Source: an optimization exercise on an open RTL-to-GDS flow (aim: small area, a short achievable clock period and few clock cycles per item). Production flows keep margins and buffers that such runs may drop.
At most, simulation tests tie the RTL to the original design; equivalence was not proved.

==> inputs of 09-23 <==
==> flow/design.v (excerpt) <==
module pe_requant #(
    parameter int ACC_W  = 32,
    parameter int MULT_W = 16,
    parameter int CNT_W  = 16
) (
    input  logic              clk,
    input  logic              rst_n,
    input  logic              in_valid,
    output logic              in_ready,
    input  logic [ACC_W-1:0]  in_acc,
    input  logic [ACC_W-1:0]  in_bias,
    input  logic              in_last,
    output logic              out_valid,
    input  logic              out_ready,
    output logic [7:0]        out_data,
    output logic              out_last,
    input  logic              cfg_we,
    input  logic [MULT_W-1:0] cfg_mult,
    input  logic [4:0]        cfg_shift,
    input  logic [7:0]        cfg_zp,
    output logic              busy,
    output logic [CNT_W-1:0]  out_count
);
    localparam int SUM_W = ACC_W + 1;    
    localparam int W     = 50;           
    localparam int NDIG  = 9;            
    logic [NDIG-1:0] bone;
    logic [NDIG-2:0] btwo, bneg;
    logic [4:0]      cfg_shift_q;
    logic [7:0]      cfg_zp_q;
    logic        s1_vld, s2_vld;
    logic        s1_last, s2_last;
    logic        room_q;                  
    logic        any_q;                   
    logic        in_fire, pop, cfg_apply;
    assign in_ready  = room_q || out_ready;
    assign in_fire   = in_valid && in_ready;
    assign busy      = any_q || in_valid;
    assign cfg_apply = cfg_we && !busy;
    logic [SUM_W-1:0] s1_sum;
    always_ff @(posedge clk) begin
        s1_sum  <= {in_acc[ACC_W-1], in_acc} + {in_bias[ACC_W-1], in_bias};
        s1_last <= in_last;
    end
    logic [SUM_W:0] pp0, pp1, pp2, pp3, pp4, pp5, pp6, pp7, pp8;
    logic [SUM_W+1:0] se;
    assign se = {s1_sum[SUM_W-1], s1_sum, 1'b0};
    function automatic [SUM_W:0] brow(input [SUM_W+1:0] s, input one, input two, input ng);
        brow = (({(SUM_W+1){one}} & s[SUM_W+1:1]) | ({(SUM_W+1){two}} & s[SUM_W:0]))
             ^ {(SUM_W+1){ng}};
    endfunction
    assign pp0 = brow(se, bone[0], btwo[0], bneg[0]);
    assign pp1 = brow(se, bone[1], btwo[1], bneg[1]);
    assign pp2 = brow(se, bone[2], btwo[2], bneg[2]);
    assign pp3 = brow(se, bone[3], btwo[3], bneg[3]);
  ...
Settings: LEC_CHECK=0, ABC_CLOCK_PERIOD_IN_PS=4400, CAP_MARGIN=20, CORE_MARGIN=2, CORE_UTILIZATION=55, SETUP_SLACK_MARGIN=5.0, SLEW_MARGIN=20; clock period 9.0 ns.
run.sh (not shown) runs the stock make flow with config.mk's settings and CLKGATE_MAP_FILE= SYNTH_SCRIPT=/design/flow/synth_recipe.tcl, a recipe that flattens the netlist after the stock synthesis.
==> 09-26: changes against 09-23 <==
--- a/flow/design.v
+++ b/flow/design.v
@@ -741,61 +741,42 @@
     always_ff @(posedge clk) s2_y[46] <= t571;
     always_ff @(posedge clk) s2_y[47] <= t573;
     always_ff @(posedge clk) s2_y[48] <= t575;
     always_ff @(posedge clk) s2_y[49] <= t577;
     always_ff @(posedge clk) s2_last <= s1_last;
     logic [W-1:0] p;
-    logic [30:0]  hmask;
-    logic [7:0]   win;
-    logic         neg, hi_fix, hi_var;
+    logic [40:0]  hmask;
+    logic [7:0]   win, res;
+    logic         hi;
     always_comb begin
-        p      = s2_x + s2_y;
-        win    = 8'(p[38:0] >> cfg_shift_q);
-        hmask  = {31{1'b1}} << cfg_shift_q;       
-        neg    = p[W-1];
-        hi_fix = |p[48:39];                       
-        hi_var = |(p[38:8] & hmask);
-    end
-    logic        r3_vld;
-    logic        r3_last, r3_neg, r3_hfix, r3_hvar;
-    logic [7:0]  r3_win;
-    logic [8:0]  r3_dat;
-    logic [2:0]  h_vld;
-    logic [8:0]  h_dat [3];
-    always_ff @(posedge clk) begin
-        r3_last <= s2_last;
-        r3_neg  <= neg;
-        r3_hfix <= hi_fix;
-        r3_hvar <= hi_var;
-        r3_win  <= win;
-    end
-    assign r3_dat = {r3_last, {8{!r3_neg}} & ({8{r3_hfix | r3_hvar}} | r3_win)};
+        p     = s2_x + s2_y;
+        win   = 8'(p[38:0] >> cfg_shift_q);
+        hmask = {41{1'b1}} << cfg_shift_q;
+        hi    = |(p[48:8] & hmask);
+        if (p[W-1])  res = 8'd0;
+        else if (hi) res = 8'd255;
+        else         res = win;
+    end
+    logic       r3_vld;
+    logic [8:0] r3_dat;
+    logic [2:0] h_vld;
+    logic [8:0] h_dat [3];
+    always_ff @(posedge clk) r3_dat <= {s2_last, res};
     assign out_valid = h_vld[0] || r3_vld;
     assign out_data  = h_vld[0] ? h_dat[0][7:0] : r3_dat[7:0];
     assign out_last  = h_vld[0] ? h_dat[0][8]   : r3_dat[8];
     assign pop       = out_valid && out_ready;
     logic [2:0] nh_vld;
     logic       v1_nxt, v2_nxt;
     always_comb begin
-        if (r3_vld && !pop)      nh_vld = {h_vld[1:0], 1'b1};
-        else if (!r3_vld && pop) nh_vld = {1'b0, h_vld[2:1]};
-        else                     nh_vld = h_vld;
+        logic [2:0] cnt;
+        cnt = 3'(h_vld[0]) + 3'(h_vld[1]) + 3'(h_vld[2]) + 3'(r3_vld) - 3'(pop);
+        nh_vld = {cnt > 3'd2, cnt > 3'd1, cnt > 3'd0};
         v1_nxt = in_fire;
         v2_nxt = s1_vld;
     end
-    logic [2:0] fl_q, fl_nxt;
-    logic       fl_inc, fl_dec;
-    assign fl_inc = in_fire && !pop;
-    assign fl_dec = pop && !in_fire;
-    always_comb begin
-        if (fl_inc)      fl_nxt = {fl_q[1:0], 1'b1};
-        else if (fl_dec) fl_nxt = {1'b0, fl_q[2:1]};
-        else             fl_nxt = fl_q;
-    end
-    assign room_q = !fl_q[2];
-    assign any_q  = fl_q[0];
     always_ff @(posedge clk) begin
         for (int k = 0; k < 3; k++) begin
             if (pop) begin
                 if (k < 2 && h_vld[k+1]) h_dat[k] <= h_dat[k+1];
                 else                     h_dat[k] <= r3_dat;
             end else begin
@@ -807,19 +788,22 @@
     always_ff @(posedge clk or negedge rst_n) begin
         if (!rst_n) begin
             s1_vld <= 1'b0;
             s2_vld <= 1'b0;
             r3_vld <= 1'b0;
             h_vld  <= 3'b000;
-            fl_q   <= 3'b000;
+            room_q <= 1'b1;
+            any_q  <= 1'b0;
         end else begin
             s1_vld <= v1_nxt;
             s2_vld <= v2_nxt;
             r3_vld <= s2_vld;
             h_vld  <= nh_vld;
-            fl_q   <= fl_nxt;
+            room_q <= (32'(nh_vld[0]) + 32'(nh_vld[1]) + 32'(nh_vld[2]) + 32'(s2_vld)
+                       + 32'(v1_nxt) + 32'(v2_nxt)) < 3;
+            any_q  <= nh_vld[0] || s2_vld || v1_nxt || v2_nxt;
         end
     end
     logic [17:0] mx;
     logic [NDIG-1:0] bone_n;
     logic [NDIG-2:0] btwo_n, bneg_n;
     assign mx = {2'b00, cfg_mult};
==> summary.txt <==
- Against 09-23, the global-route usage of 09-26 is lower by 1.1 points.
- In 09-23 the maximum frequency is higher than in 09-26, by about 26%.
- Against 09-23, the area after synthesis of 09-26 is lower by about 0.4%.
- In 09-26 the cell area is larger than in 09-23, by about 1.1%.
- In 09-26 the worst hold slack is worse than in 09-23, by 0.0032 ns.
- Against 09-26, the non-clock buffer count of 09-23 is lower by 13.
Testbench counts of 09-23, summed over its fixed seeds: cycles 11,204, items 10,948.
For 09-26, only the layout was checked, not whether the RTL still works.

static timing again, ports no longer ideal:
No port has a modelled driver above. Below, the same layouts with a new extraction and two added sets of constraints.
Step 1, drivers: a clkbuf_16 drives clk and a buf_2 each remaining input, both assumed.
Step 2 times the ports against the registers' clock, not the clock port: input delays grow and output delays shrink by t, the midpoint of the rising clock arrivals with the driver on.
Slacks: ideal ports / drivers / drivers and shift; pairs: ideal ports / drivers.
run	t (ns)	setup WS [ns]	worst register clock-pin slew, ns
09-23	0.627	5.013 / 4.993 / 4.533	0.07 / 0.07
09-26	0.651	3.974 / 3.993 / 3.342	0.06 / 0.06
After both steps every run listed still meets setup and hold. The setup slack of 09-26, which loses most, moves by +0.019 ns with the drivers and by -0.632 ns with both steps.
